What follows belongs to an exercise in optimizing a design on an open flow for small area, a short achievable clock period and few clock cycles per item; a production flow would make more cautious choices.
Where RTL was checked, it was by simulation tests only, not by an equivalence proof against the original.
No activity file was given, so power comes from the tool's default toggle rates. No driver is modelled on the clock port, so clocking that relies on it looks cheaper here than on a real chip.

==> flow/design.v <==
package dmem_pkg;
  localparam int DMEM_DATA_WIDTH = 10;
  localparam int DMEM_ADDR_WIDTH = 10;
  localparam int DMEM_DEPTH = 256;
endpackage
module dm_nor2 (input logic a, input logic b, output logic y);
  assign y = !(a || b);
endmodule
module dm_and2 (input logic a, input logic b, output logic y);
  assign y = a && b;
endmodule
module dm_nand2 (input logic a, input logic b, output logic y);
  assign y = !(a && b);
endmodule
module dm_nand4 (input logic a, input logic b, input logic c, input logic d, output logic y);
  assign y = !(a && b && c && d);
endmodule
module dm_nor4 (input logic a, input logic b, input logic c, input logic d, output logic y);
  assign y = !(a || b || c || d);
endmodule
module dm_aoi22 (input logic a1, a2, b1, b2, output logic y);
  assign y = !((a1 && a2) || (b1 && b2));
endmodule
module dm_or8 (input logic [7:0] a, input logic [7:0] b, output logic y);
  logic [3:0] t;
  for (genvar i = 0; i < 4; i++) begin : g_t
    assign t[i] = !((a[2*i] && b[2*i]) || (a[2*i+1] && b[2*i+1]));
  end
  assign y = !(&t);
endmodule
module dm_read_bit (
  input  logic [255:0] sel,
  input  logic [255:0] bits,
  output logic [3:0]   p
);
  logic [31:0] z;
  logic [15:0] u;
  for (genvar i = 0; i < 32; i++) begin : g_or8
    dm_or8 u_or8 (.a(sel[8*i+7:8*i]), .b(bits[8*i+7:8*i]), .y(z[i]));
  end
  for (genvar j = 0; j < 16; j++) begin : g_nor
    dm_nor2 u_nor (.a(z[2*j]), .b(z[2*j+1]), .y(u[j]));
  end
  for (genvar k = 0; k < 4; k++) begin : g_nand2
    dm_nand4 u_nand (.a(u[4*k]), .b(u[4*k+1]), .c(u[4*k+2]), .d(u[4*k+3]), .y(p[k]));
  end
endmodule
module data_memory_responder #(
  parameter int DATA_WIDTH = dmem_pkg::DMEM_DATA_WIDTH,
  parameter int ADDR_WIDTH = dmem_pkg::DMEM_ADDR_WIDTH,
  parameter int DEPTH = dmem_pkg::DMEM_DEPTH
) (
  input  logic                  CLK,
  input  logic                  RESET,
  input  logic                  Req_Valid_IN,
  output logic                  Req_Ready_OUT,
  input  logic                  Req_Write_IN,
  input  logic [ADDR_WIDTH-1:0] Req_Address_IN,
  input  logic [DATA_WIDTH-1:0] Req_Data_IN,
  output logic                  Resp_Valid_OUT,
  input  logic                  Resp_Ready_IN,
  output logic [DATA_WIDTH-1:0] Resp_Data_OUT,
  output logic                  Resp_Error_OUT,
  output logic                  Busy_OUT
);
  localparam int NG = 16;
  logic v1, e1;
  logic [NG-1:0] lor_n;    
  logic [NG-1:0] low;      
  logic [NG-1:0] hir_n;    
  logic [NG-1:0] hiw;      
  logic [DATA_WIDTH-1:0] d1;
  logic v2, e2;
  logic [DATA_WIDTH-1:0][3:0] p1, p2;
  logic vo, vk, vo_port;   
  logic [DATA_WIDTH-1:0] od, kd, rd_resp;
  logic oe, ke;
  logic accept, take, adv1, adv2, free2, in_range, room;
  logic full_q, busy_q, v1_d, v2_d, vo_d, vk_d;
  logic [DEPTH-1:0] rsel, wsel;
  logic [DATA_WIDTH-1:0] mem [DEPTH];
  assign Req_Ready_OUT = !full_q;
  assign room = !(v1 && v2 && vk);
  assign accept = Req_Valid_IN && room;
  assign take = vo && Resp_Ready_IN;
  assign adv2 = v2 && (!vk || take);
  assign free2 = !v2 || adv2;
  assign adv1 = v1 && free2;
  assign Resp_Valid_OUT = vo_port;
  assign Resp_Data_OUT = od;
  assign Resp_Error_OUT = oe;
  assign Busy_OUT = busy_q;
  assign in_range = Req_Address_IN[ADDR_WIDTH-1:8] == '0;
  always_ff @(posedge CLK) begin
    if (room) begin
      for (int g = 0; g < NG; g++) begin
        lor_n[g] <= Req_Address_IN[3:0] != 4'(g);
        low[g] <= Req_Write_IN && Req_Address_IN[3:0] == 4'(g);
        hir_n[g] <= !(!Req_Write_IN && in_range && Req_Address_IN[7:4] == 4'(g));
      end
      d1 <= Req_Data_IN;
      e1 <= !in_range;
    end
  end
  always_ff @(posedge CLK or negedge RESET)
    if (!RESET) hiw <= '0;
    else if (room)
      for (int g = 0; g < NG; g++)
        hiw[g] <= Req_Valid_IN && Req_Write_IN && in_range && Req_Address_IN[7:4] == 4'(g);
  for (genvar w = 0; w < DEPTH; w++) begin : g_sel
    dm_nor2 u_rsel (.a(lor_n[w % NG]), .b(hir_n[w / NG]), .y(rsel[w]));
    dm_and2 u_wsel (.a(low[w % NG]), .b(hiw[w / NG]), .y(wsel[w]));
  end
  always_ff @(posedge CLK)
    for (int w = 0; w < DEPTH; w++) if (wsel[w]) mem[w] <= d1;
  for (genvar b = 0; b < DATA_WIDTH; b++) begin : g_rd
    logic [DEPTH-1:0] bits;
    for (genvar w = 0; w < DEPTH; w++) begin : g_w
      assign bits[w] = mem[w][b];
    end
    dm_read_bit u_rd (.sel(rsel), .bits(bits), .p(p1[b]));
    assign rd_resp[b] = |p2[b];
  end
  always_ff @(posedge CLK)
    if (free2) begin
      p2 <= p1;
      e2 <= e1;
    end
  always_ff @(posedge CLK) begin
    if (!vo || Resp_Ready_IN) begin
      od <= vk ? kd : rd_resp;
      oe <= vk ? ke : e2;
    end
    if (!vk || Resp_Ready_IN) begin
      kd <= rd_resp;
      ke <= e2;
    end
  end
  assign v1_d = accept || (v1 && !adv1);
  assign v2_d = adv1 || (v2 && !adv2);
  assign vo_d = take ? (vk || adv2) : (vo || adv2);
  assign vk_d = take ? (vk && adv2) : (vk || (vo && adv2));
  always_ff @(posedge CLK or negedge RESET)
    if (!RESET) begin
      v1 <= 1'b0;
      v2 <= 1'b0;
      vo <= 1'b0;
      vo_port <= 1'b0;
      vk <= 1'b0;
      full_q <= 1'b0;
      busy_q <= 1'b0;
    end else begin
      v1 <= v1_d;
      v2 <= v2_d;
      vo <= vo_d;
      vo_port <= (vo_port && Resp_Ready_IN) ? (vk || adv2) : (vo_port || adv2);
      vk <= vk_d;
      full_q <= v1_d && v2_d && vk_d;
      busy_q <= v1_d || v2_d || vo_d;
    end
endmodule
Settings: LEC_CHECK=0, CAP_MARGIN=20, CORE_MARGIN=2, CORE_UTILIZATION=40, CTS_BUF_LIST=sky130_fd_sc_hd__clkbuf_16, CTS_CLUSTER_DIAMETER=100, CTS_CLUSTER_SIZE=30, SETUP_SLACK_MARGIN=2.65, SLEW_MARGIN=20, SYNTH_HIERARCHICAL=1, SYNTH_MINIMUM_KEEP_SIZE=0; clock period 5.0 ns.
standard.sh (not shown) runs the stock make flow with config.mk's settings and CLKGATE_MAP_FILE= SYNTH_SCRIPT=/design/flow/synth_recipe.tcl, a recipe that flattens the netlist after the stock synthesis.
==> flow/flow/run.sh <==
#!/bin/bash
# Layout flow: the standard flow (standard.sh, with the standard synthesis), changed in
# three ways:
#  - the ports get sky130_fd_sc_hd__buf_4 buffers instead of the delay buffers that
#    buffer_ports picks by default;
#  - after placement, each flip-flop that drives an output port only through the port's
#    buffer is moved next to that buffer (flow/move_outputs.tcl), then placement is legalized;
#  - clock-tree synthesis runs with the clustering and buffer settings from config.mk but
#    without dummy loads.
# Each ORFS step's full log is in orfs/logs/<platform>/data_memory_responder/base/; make's own output goes to
# standard_place.log and standard.log here, the move step's to move_outputs.log.
set -euo pipefail
export BUFFER_PORTS_ARGS="-buffer_cell sky130_fd_sc_hd__buf_4"
export CTS_ARGS="-sink_clustering_enable -repair_clock_nets -sink_clustering_size 30 -sink_clustering_max_diameter 100 -buf_list sky130_fd_sc_hd__clkbuf_16 -dont_use_dummy_load"
bash standard.sh place > standard_place.log 2>&1
R=orfs/results/${FLOW_PLATFORM}/data_memory_responder/base
IN_ODB=$R/3_place.odb OUT_ODB=$R/3_place.odb openroad -no_init -exit flow/move_outputs.tcl > move_outputs.log 2>&1
bash standard.sh > standard.log 2>&1
Other scripts of this flow, unchanged in this note and not shown: flow/flow/move_outputs.tcl
Testbench counts at the start, summed over its fixed seeds: cycles 24,024, items 24,000.
Edit:
--- a/flow/design.v
+++ b/flow/design.v
@@ -3,13 +3,10 @@
   localparam int DMEM_ADDR_WIDTH = 10;
   localparam int DMEM_DEPTH = 256;
 endpackage
 module dm_nor2 (input logic a, input logic b, output logic y);
   assign y = !(a || b);
-endmodule
-module dm_and2 (input logic a, input logic b, output logic y);
-  assign y = a && b;
 endmodule
 module dm_nand2 (input logic a, input logic b, output logic y);
   assign y = !(a && b);
 endmodule
 module dm_nand4 (input logic a, input logic b, input logic c, input logic d, output logic y);
@@ -64,13 +61,13 @@
   output logic                  Busy_OUT
 );
   localparam int NG = 16;
   logic v1, e1;
   logic [NG-1:0] lor_n;    
-  logic [NG-1:0] low;      
+  logic [NG-1:0] low_n;    
   logic [NG-1:0] hir_n;    
-  logic [NG-1:0] hiw;      
+  logic [NG-1:0] hiw_n;    
   logic [DATA_WIDTH-1:0] d1;
   logic v2, e2;
   logic [DATA_WIDTH-1:0][3:0] p1, p2;
   logic vo, vk, vo_port;   
   logic [DATA_WIDTH-1:0] od, kd, rd_resp;
@@ -93,25 +90,25 @@
   assign in_range = Req_Address_IN[ADDR_WIDTH-1:8] == '0;
   always_ff @(posedge CLK) begin
     if (room) begin
       for (int g = 0; g < NG; g++) begin
         lor_n[g] <= Req_Address_IN[3:0] != 4'(g);
-        low[g] <= Req_Write_IN && Req_Address_IN[3:0] == 4'(g);
+        low_n[g] <= !(Req_Write_IN && Req_Address_IN[3:0] == 4'(g));
         hir_n[g] <= !(!Req_Write_IN && in_range && Req_Address_IN[7:4] == 4'(g));
       end
       d1 <= Req_Data_IN;
       e1 <= !in_range;
     end
   end
   always_ff @(posedge CLK or negedge RESET)
-    if (!RESET) hiw <= '0;
+    if (!RESET) hiw_n <= '1;
     else if (room)
       for (int g = 0; g < NG; g++)
-        hiw[g] <= Req_Valid_IN && Req_Write_IN && in_range && Req_Address_IN[7:4] == 4'(g);
+        hiw_n[g] <= !(Req_Valid_IN && Req_Write_IN && in_range && Req_Address_IN[7:4] == 4'(g));
   for (genvar w = 0; w < DEPTH; w++) begin : g_sel
     dm_nor2 u_rsel (.a(lor_n[w % NG]), .b(hir_n[w / NG]), .y(rsel[w]));
-    dm_and2 u_wsel (.a(low[w % NG]), .b(hiw[w / NG]), .y(wsel[w]));
+    dm_nor2 u_wsel (.a(low_n[w % NG]), .b(hiw_n[w / NG]), .y(wsel[w]));
   end
   always_ff @(posedge CLK)
     for (int w = 0; w < DEPTH; w++) if (wsel[w]) mem[w] <= d1;
   for (genvar b = 0; b < DATA_WIDTH; b++) begin : g_rd
     logic [DEPTH-1:0] bits;
=>
- first-iteration DRC count goes down by a few percent
- routed wire length shrinks slightly
- clock power is about the same
- critical path depth goes down by 6
- setup slack degrades by 0.20 ns
- area after synthesis shrinks slightly
- via count falls slightly
- total power increases by roughly a tenth
- final area falls slightly
- final cell count shrinks slightly
- non-clock buffer count fell by 22
- hold slack loses 0.0042 ns
- sequential share of layout area goes up by 0.52 points
Only the layout flow was run in the second run of this note; the RTL was not checked for function there.

[re-timing with driven ports]
The flow's constraints put no driver on any port. The routed layouts listed below were extracted and timed again, unchanged, in two steps. Step 1 (the two cells are an assumption about what drives the block):
set clk [get_ports {CLK}]
set_driving_cell -lib_cell sky130_fd_sc_hd__clkbuf_16 $clk
set_driving_cell -lib_cell sky130_fd_sc_hd__buf_2 [delete_from_list [all_inputs] $clk]
Step 2 also shifts input and output timing later by t, the mid clock arrival at the registers, as if the neighbouring blocks saw the same clock. a / b / c = no drivers / after step 1 / after step 2; a / b = the first two.
| run | t, ns | slack for setup (ns) | latest minus earliest clock arrival (ns) | slew at the worst register clock pin (ns) |
|---|---|---|---|---|
| the first run | 0.845 | 2.599 / 2.566 / 2.287 | 0.089 / 0.088 | 0.12 / 0.12 |
| the second run | 0.877 | 2.403 / 2.403 / 2.384 | 0.081 / 0.082 | 0.12 / 0.12 |
After both steps setup and hold are still met in every run listed. For the first run, which loses most, drivers alone change the setup slack by -0.033 ns; drivers and shift together by -0.312 ns.
